This is an optimization exercise on Yosys and OpenROAD, whose aim is small area, not a production implementation.
The RTL was checked by simulation tests, not by an equivalence proof against the original design.
No activity file was given, so power comes from the tool's default toggle rates.

## flow/design.v (module list and top-level ports; edited modules follow where they fit)
// module simd_arith: 3569 lines
// module valu_fa: 4 lines
// module valu_ha: 4 lines
// module simd_bitmanip: 663 lines
// module valu_aoi22: 3 lines
// module valu_aoi222: 3 lines
// module valu_oai22: 3 lines
// module valu_nand2: 3 lines
// module valu_nor2: 3 lines
// module result_select: 27 lines
// module valu_rbit: 4 lines
// module vector_alu: 44 lines
module vector_alu
(
    input  logic        clk,
    input  logic        arst_n,
    input  logic        op_valid,      
    input  logic [5:0]  alu_op,
    input  logic [1:0]  width,         
    input  logic [0:63] reg_a_data,
    input  logic [0:63] reg_b_data,
    output logic [0:63] alu_out,       
    output logic        result_valid   
);
  // ...
==> flow/run.sh <==
#!/bin/bash
# synth_recipe.tcl (not shown) runs the flow's synth.tcl, then flattens the netlist and writes it again
# the make line also repeats each setting of config.mk as NAME=value (left out here)
make -C /OpenROAD-flow-scripts/flow DESIGN_CONFIG=/design/flow/config.mk WORK_HOME=/design/flow/orfs CLKGATE_MAP_FILE= SYNTH_SCRIPT=/design/flow/synth_recipe.tcl finish
==> flow/config.mk <==
export PLATFORM = sky130hd
export DESIGN_NAME = vector_alu
export DESIGN_NICKNAME = vector_alu
export VERILOG_FILES = /design/flow/design.v
export SDC_FILE = /design/flow/constraint.sdc
export NUM_CORES = 8
export LEC_CHECK = 0
export CAP_MARGIN = 20
export CORE_MARGIN = 2
export CORE_UTILIZATION = 30
export SLEW_MARGIN = 20
export SYNTH_HIERARCHICAL = 1
==> flow/constraint.sdc <==
create_clock -name core_clock -period 16.0 [get_ports {clk}]
set_input_delay 3.2000 -clock core_clock [delete_from_list [all_inputs] [get_ports {clk}]]
set_output_delay 3.2000 -clock core_clock [all_outputs]
set_load 0.01 [all_outputs]
==> qor.yml, run 1 <==
finalWorstSetupSlack_ns: 1.274
grt_max_degree: 99
cp-startpoint: "width[1]"
flops_and_latches: 65
cts_tree: "built"
synth_fp_nets: 5302
clock_sinks: 65
worstSetupEndpoint: "select_i.alu_out[12]"
power.leakage_nw: 20.44
status: "timing/DRC/antenna clean"
grtUsageTotal_pct: 29.34
drc: 0
die_y_um: 361.7
signal_buffers: 326
skew_ns: 0
wl_per_cell_um: 32.91
netlist.area_leader.share_pct: 47.79
top_register: "select_i.alu_out"
yosys.area.top_type: "fa_1"
start_kind: "input port"
clkTransAtPathRegs_ns: 0.06
final_core_util_pct: 34.07
slew_headroom_pct: 16.87
cp_num_buf_inv: 4
nFillCells: 13010
synth_cells: 4161
grt_pass1_wl_um: 276900
regArea_sq_um: 1627
multi_input_area_sq_um: 35960
drv_cap: 0
num_rows: 131
grt_pass1_vias: 38077
final_common_cell: "nor2_1"
wl_met1_um: 72040
==> inputs of run 2 (changes only) <==
==> flow/flow/run.sh (new file) <==
#!/bin/bash
# The standard layout (the standard.sh, all ORFS steps unchanged), except that the
# input and output port buffers that global placement adds are the smallest buffer,
# sky130_fd_sc_hd__buf_1, instead of the cell buffer_ports picks by itself.
# The whole make output goes to standard_flow.log here; ORFS keeps its per-step logs in orfs/logs.
set -euo pipefail
export BUFFER_PORTS_ARGS="-buffer_cell sky130_fd_sc_hd__buf_1"
bash standard.sh > standard_flow.log 2>&1
==> flow/standard.sh (new file) <==
#!/bin/bash
# synth_recipe.tcl (not shown) runs the flow's synth.tcl, then flattens the netlist and writes it again
# the make line also repeats each setting of config.mk as NAME=value (left out here)
make -C /OpenROAD-flow-scripts/flow DESIGN_CONFIG=/design/flow/config.mk WORK_HOME=/design/flow/orfs CLKGATE_MAP_FILE= SYNTH_SCRIPT=/design/flow/synth_recipe.tcl "${@:-finish}"
removed: flow/run.sh
==> qor.yml, run 2 <==
status: "timing/DRC/antenna clean"  # unchanged
max_stage_delay_ns: 0.67  # was 0.65 ns
finalWorstSetupSlack_ns: 1.476  # was 1.274 ns
fmax_mhz: 68.85  # was 67.90 MHz
cts_tree: "built"  # unchanged
start_util_pct: 30.17  # unchanged
drc: 0  # unchanged
clockBufferDepth: 2  # unchanged
cts-root-buf: "clkbuf_16"  # unchanged
antenna_found_initial: 55  # was 17
synth_fp_nets: 5302  # unchanged
cp-startpoint: "width[1]"  # unchanged
synth_cells: 4161  # unchanged
synth_edf_count: 0  # unchanged
ios: 204  # unchanged
ys_seq_elements: 65  # unchanged
power.leakage_nw: 20.05  # was 20.44 nW
cts_hold_buf: 0  # unchanged
ctsResizeCount: 0  # unchanged
die_y_um: 361.7  # unchanged
stdcell_count: 5970  # was 5923
hp-start: "select_i.alu_out[50]"  # unchanged
slew_headroom_pct: 19.04  # was 16.87%
place_ws_ns: 1.401  # was 1.164 ns
syn-cell-area_sq_um: 38370  # unchanged
routed_wl_um: 192600  # was 194900 um
ant_nets: 0  # unchanged
final_cell_mix: "1141 x nor2_1, 916 x fa_1, 275 x nand2_1"  # was 1141 x nor2_1, 916 x fa_1, 276 x nand2_1
netlist_top_cells_area: "fa_1 48%, nor2_1 11%, dfrtp_1 4.2%"  # unchanged
wl_per_cell_um: 32.26  # was 32.91 um
crit_fanout: 19  # was 18
final_core_util_pct: 33.31  # was 34.07%
routabilityCongestion: 1.090  # was 1.065
dp_hpwl_um: 151300  # about the same
drive_gt1_share_pct: 8.690  # was 8.063%
grt_max_degree: 92  # was 99
viasPerCell: 6.288  # was 6.315
post_cts_buffers: 0  # unchanged
top_register: "select_i.alu_out"  # unchanged
tns_ns: 0  # unchanged
slew_viol_final: 0  # unchanged
p_per_area_nw_per_um2: 25.02  # was 25.96 nW/um^2
dpl_cell_area_sq_um: 41980  # was 43010 sq um
rsz0062_at_grt: "no"  # unchanged
syn_avg_cell_area_sq_um: 9.222  # unchanged
clkTransAtPathRegs_ns: 0.06  # about the same
area_growth_pct: 10.40  # was 12.94%
skew_ns: 0  # unchanged
die_x_um: 361.7  # unchanged
layout.nets: 5417  # was 5390
critical_path_class: "input port to flip-flop"  # unchanged
htreeDepth: 3  # unchanged
tightest_slew_ns: 1.210  # was 1.242 ns
path_delay_family: "adder cells"  # unchanged
core_area_sq_um: 127200  # unchanged
cts_made_buffers: 9  # unchanged
arrival_ns: 14.82  # was 15.03 ns
hp-class: "flip-flop to flip-flop"  # unchanged
netlist.area_leader.share_pct: 47.79  # unchanged
finalCritPeriodShare_pct: 90.78  # was 92.04%
clk_latency_ns: 0.37  # was 0.38 ns
cp.required_ns: 16.30  # about the same
grtUsageTotal_pct: 29.14  # was 29.34%
synth_top_flop_cell: "dfrtp_1"  # unchanged
num_rows: 131  # unchanged
final_area_sq_um: 42360  # was 43340 sq um
yosysMostFrequentCell: "nor2_1"  # unchanged
portBuffers: 203  # unchanged
worstReg2RegStart: "select_i.alu_out[30]"  # was select_i.alu_out[6]
crit_top_cell: "fa_1"  # unchanged
ir_worst_vdd_uv: 42.18  # was 43.89 uV
clock_sinks: 65  # unchanged
drtIter0Drc: 6328  # was 6031
fin_crit_ns: 14.52  # was 14.73 ns
yosysUniqueCellTypes: 75  # unchanged
top_regs: "select_i.alu_out (64), select_i.result_valid (1)"  # unchanged
cp_num_buf_inv: 5  # was 4
start_kind: "input port"  # unchanged
grt_pass1_wl_um: 276700  # was 276900 um
hold_viol_final: 0  # unchanged
dieArea_sq_um: 130800  # unchanged
power_mw: 1.060  # was 1.125 mW
async_flop_share_pct: 100.0  # unchanged
holdWs_ns: 0.5527  # was 0.5433 ns
ys_top_cells_by_count: "1145 x nor2_1, 916 x fa_1, 277 x nand2_1"  # unchanged
yosys.area.top_type: "fa_1"  # unchanged
dp_cells: 5927  # was 5899
ys_seq_area_share_pct: 4.239  # unchanged
via_count: 37537  # was 37401
drv_cap: 0  # unchanged
final_common_cell: "nor2_1"  # unchanged
largest_reg_flops: 64  # unchanged
slowest_stage: "nor2b_2"  # was clkdlybuf4s50_1
setup_viol: 0  # unchanged
cp-end-kind: "flip-flop"  # unchanged
dr.pass1.iters: 15  # was 11
grt.overflow.total: 0  # unchanged
synth-warning-count: 20  # unchanged
grt_pass1_vias: 37830  # was 38077
-- run 2: cell types whose count changed in the layout (fill, tap and decap cells not counted), sizes merged --
cell           previous run  this run
clkdlybuf4s50           200         0
clkinv                    3         2
clkbuf                   10        13
clkinvlp                  1         2
buf                     125       349
diode                     7        27
-- run 2: kinds of logic after synthesis --
kind of cell,synth area share [%]
buffers and inverters,3.538
AO/OA/AOI/OAI,21.56
multiplexers,1.992
XOR/XNOR,2.282
adder cells (fa/ha/maj),50.59
flip-flops,4.239
AND/OR/NAND/NOR,15.80
-- run 2: where the power goes --
part           switching, mW  internal (mW)
sequential            0.0184          0.184
combinational          0.470          0.166
clock                 0.0989          0.123
total                  0.587          0.473
-- run 2: per-layer routing --
metal  part of all wire, %  GRT usage (%)
met5                  0.23              0
met4                   6.4          14.79
met3                    15          11.18
met2                    41          41.33
met1                    38          38.45
-- run 2: layout make-up --
class | count | area [sq um]
clock buffers | 9 | 225.2
flip-flops and latches | 65 | 1627
repair buffers | 353 | 1904
fillers | 13171 | 84830
clock inverters | 7 | 82.58
inverters | 103 | 389.1
well taps | 1662 | 2079
diodes | 27 | 67.56
multi-input cells | 3744 | 35990
-- run 2: worst paths after layout --
path	slack, ns	depth (start not counted)	to
min in group asynchronous	3.07	2	select_i.alu_out[42]
hold / removal	0.55	2	select_i.alu_out[50]
max in group asynchronous	12.28	2	select_i.alu_out[33]
hold reg to reg	0.55	2	select_i.alu_out[50]
setup / recovery	1.48	39	select_i.alu_out[0]
setup reg to reg	15.11	2	select_i.alu_out[30]
-- run 2: tightest hold or removal path, stage by stage, from the launching register on --
cell and delay, ns:
dfrtp_1 0.34, nor2_1 0.05, a31oi_1 0.12
-- run 2: modules after synthesis (local to each module, per instance), excerpt --
module | cells | flip-flops and latches
simd_arith | 2246 | 0
valu_fa | 1 | 0
valu_aoi22 | 1 | 0
valu_nor2 | 1 | 0
valu_aoi222 | 1 | 0
valu_oai22 | 1 | 0
simd_bitmanip | 264 | 0
valu_rbit | 4 | 0
valu_ha | 1 | 0
result_select | 65 | 65
==> inputs of run 3 (changes only) <==
==> flow/flow/run.sh (replaced) <==
#!/bin/bash
# The standard layout (the standard.sh running the ORFS steps), with three changes made
# through ORFS's own hooks and variables, none to its scripts:
#  - the port buffers that global placement adds are sky130_fd_sc_hd__buf_1 (BUFFER_PORTS_ARGS)
#  - after synthesis, combinational cells go back to drive strength 1 (POST_SYNTH_TCL,
#    flow/downsize.tcl); the resizer upsizes later where needed
#  - clock tree synthesis without dummy loads, from clkbuf_8 cells (CTS_ARGS)
# The make output goes to standard_flow.log here; ORFS keeps its per-step logs in orfs/logs.
set -euo pipefail
here=$(pwd)
export BUFFER_PORTS_ARGS="-buffer_cell sky130_fd_sc_hd__buf_1"
export POST_SYNTH_TCL="$here/flow/downsize.tcl"
export CTS_ARGS="-sink_clustering_enable -repair_clock_nets -dont_use_dummy_load -buf_list sky130_fd_sc_hd__clkbuf_8"
bash standard.sh > standard_flow.log 2>&1
==> flow/flow/downsize.tcl (new file) <==
# POST_SYNTH hook: put every combinational cell that synthesis gave a drive strength above 1
# back to its _1 version (same function and pins); registers, latches, clock cells and
# buffers are left alone. The resizer in the later steps upsizes again where slew,
# capacitance or timing need it.
set db [ord::get_db]
set block [ord::get_db_block]
set n 0
foreach inst [$block getInsts] {
  set name [[$inst getMaster] getName]
  if { [regexp {^(sky130_fd_sc_hd__([a-z0-9]+))_([0-9]+)$} $name -> base func drv] } {
    if { $drv > 1 && ![regexp {^(s?df|s?edf|dl|clk|buf|conb|tap|fill|decap|diode|lpflow)} $func] } {
      set m1 [$db findMaster ${base}_1]
      if { $m1 != "NULL" } {
        $inst swapMaster $m1
        incr n
      }
    }
  }
}
puts "downsize.tcl: $n cells set to drive strength 1"
==> qor.yml, run 3 <==
synth_cells: 4161  # unchanged
via_count: 37399  # was 37537
top_register: "select_i.alu_out"  # unchanged
start_kind: "input port"  # unchanged
portBuffers: 203  # unchanged
path_delay_family: "adder cells"  # unchanged
max_stage_delay_ns: 0.76  # was 0.67 ns
drc: 0  # unchanged
slowest_stage: "a221oi_4"  # was nor2b_2
status: "timing/DRC/antenna clean"  # unchanged
grt.overflow.total: 0  # unchanged
die_y_um: 358.5  # was 361.7 um
cts_made_buffers: 9  # unchanged
synth_fp_nets: 5302  # unchanged
final_common_cell: "nor2_1"  # unchanged
regArea_sq_um: 1627  # unchanged
fmax_mhz: 66.99  # was 68.85 MHz
drtIter0Drc: 6293  # was 6328
cp-end-kind: "flip-flop"  # unchanged
tightest_slew_ns: 1.217  # was 1.210 ns
viasPerCell: 6.302  # was 6.288
dp_cells: 5906  # was 5927
htreeDepth: 3  # unchanged
dr.pass1.iters: 8  # was 15
cts-root-buf: "clkbuf_8"  # was clkbuf_16
syn-cell-area_sq_um: 37690  # was 38370 sq um
grt_pass1_vias: 37612  # was 37830
crit_fanout: 18  # was 19
nFillCells: 13012  # was 13171
ios: 204  # unchanged
synth-warning-count: 20  # unchanged
cts_hold_buf: 0  # unchanged
clk_latency_ns: 0.41  # was 0.37 ns
fin_crit_ns: 14.93  # was 14.52 ns
slew_viol_final: 0  # unchanged
tns_ns: 0  # unchanged
area_growth_pct: 9.908  # was 10.40%
drv_cap: 0  # unchanged
final_core_util_pct: 33.12  # was 33.31%
cp_num_buf_inv: 4  # was 5
crit_top_cell: "fa_1"  # unchanged
setup_viol: 0  # unchanged
start_util_pct: 30.14  # was 30.17%
post_cts_buffers: 0  # unchanged
ir_worst_vdd_uv: 35.51  # was 42.18 uV
finalCritPeriodShare_pct: 93.30  # was 90.78%
num_rows: 130  # was 131
cp.required_ns: 16.33  # was 16.30 ns
skew_ns: 0  # unchanged
cts_tree: "built"  # unchanged
ant_nets: 0  # unchanged
routabilityCongestion: 1.064  # was 1.090
rsz0062_at_grt: "no"  # unchanged
routed_wl_um: 190200  # was 192600 um
top_regs: "select_i.alu_out (64), select_i.result_valid (1)"  # unchanged
antenna_found_initial: 45  # was 55
clkTransAtPathRegs_ns: 0.08  # was 0.06 ns
grtUsageTotal_pct: 29.31  # was 29.14%
final_cell_mix: "1142 x nor2_1, 916 x fa_1, 274 x nand2_1"  # was 1141 x nor2_1, 916 x fa_1, 275 x nand2_1
wl_per_cell_um: 32.05  # was 32.26 um
dieArea_sq_um: 128500  # was 130800 sq um
clockBufferDepth: 2  # unchanged
power.leakage_nw: 19.86  # was 20.05 nW
hold_viol_final: 0  # unchanged
grt_pass1_wl_um: 270600  # was 276700 um
syn_avg_cell_area_sq_um: 9.059  # was 9.222 sq um
die_x_um: 358.5  # was 361.7 um
multi_input_area_sq_um: 35310  # was 35990 sq um
clock_sinks: 65  # unchanged
arrival_ns: 15.26  # was 14.82 ns
p_per_area_nw_per_um2: 23.61  # was 25.02 nW/um^2
stdcell_count: 5934  # was 5970
layout.nets: 5410  # was 5417
largest_reg_flops: 64  # unchanged
slew_headroom_pct: 18.89  # was 19.04%
dp_hpwl_um: 147700  # was 151300 um
drive_gt1_share_pct: 4.875  # was 8.690%
ctsResizeCount: 0  # unchanged
critical_path_class: "input port to flip-flop"  # unchanged
core_area_sq_um: 125100  # was 127200 sq um
hp-class: "flip-flop to flip-flop"  # unchanged
grt_max_degree: 85  # was 92
run 3: changes by cell type in the layout (fill, tap and decap cells not counted), moves of 8 or more:
cell       delta
a22oi_1     +124
or2_1         +9
a22oi_2     -124
diode_2      -10
clkbuf_16     -9
or2_2         -8
buf_4         -9
clkbuf_8      +9
run 3: routing by layer:
metal / track usage, % / part of all wire [%] / vias up
met5: 0.5556 / 0.25 / -
met4: 15.36 / 6.5 / 60
met3: 11.68 / 15 / 658
met2: 42.15 / 41 / 2947
met1: 37.69 / 37 / 18970
li1: - / - / 14764
run 3: through the flow:
step | hold slack, ns | area (sq um) | setup WS [ns] | total power, mW
final | 0.5509 | 41430 | 1.072 | 0.9783
after global routing | 0.5787 | 41410 | 0.7859 | 0.9949
after CTS | 0.5577 | 41340 | 1.296 | 0.9439
after detailed placement | 0.5467 | 41220 | 0.9298 | 0.8149
after global placement | 0.5409 | 41190 | 1.109 | 0.8102
after floorplan | 0.5801 | 37690 | 2.573 | 0.4819
run 3: worst paths after layout:
kind | end | cells after the start | startpoint | slack (ns)
setup / recovery | select_i.alu_out[0] | 37 | width[1] | 1.07
hold / removal | select_i.alu_out[58] | 2 | select_i.alu_out[58] | 0.55
setup reg to reg | select_i.alu_out[9] | 2 | select_i.alu_out[9] | 15.11
hold reg to reg | select_i.alu_out[58] | 2 | select_i.alu_out[58] | 0.55
max in group asynchronous | select_i.alu_out[19] | 1 | arst_n | 12.46
min in group asynchronous | select_i.alu_out[7] | 1 | arst_n | 2.92
run 3: worst register-to-register path, stage by stage (launching register included):
cell and delay [ns]:
dfrtp_1 0.57, nor2_1 0.10, a31oi_1 0.16
run 3: power breakdown:
part           switching, mW  total (mW)  internal (mW)
clock                 0.0820       0.132         0.0502
combinational          0.479       0.644          0.165
sequential            0.0186       0.202          0.183
run 3: cell type report:
type                       count  area share, %
antenna                       17         0.1027
tap                         1650          4.983
clock buffer                   9         0.2990
inverter                     103         0.9393
timing repair buffer         346          4.521
multi-input combinational   3744          85.23
sequential                    65          3.926

re-timing with driven ports:
The results above use ideal ports. As a check the final layouts listed here were re-extracted and re-timed, cells and wires unchanged. Step 1, drivers: a clkbuf_16 drives clk and a buf_2 each remaining input, both assumed. Step 2 moves the port delays by t, midway between the first and last clock arrival at a register: inputs arrive t later, outputs are due t later. That takes back most of the time a late clock gives input paths. Slacks: no drivers / after step 1 / after step 2; pairs: no drivers / after step 1.
| run | shift t [ns] | slack for setup (ns) | slew at the worst register clock pin (ns) |
|---|---|---|---|
| run 1 | 0.429 | 1.274 / 1.263 / 0.834 | 0.07 / 0.07 |
| run 2 | 0.420 | 1.476 / 1.500 / 1.080 | 0.07 / 0.07 |
| run 3 | 0.469 | 1.072 / 0.991 / 0.522 | 0.10 / 0.10 |
After both steps every run listed still meets setup and hold. For run 3, which loses most, drivers alone change the setup slack by -0.081 ns; drivers and shift together by -0.550 ns.
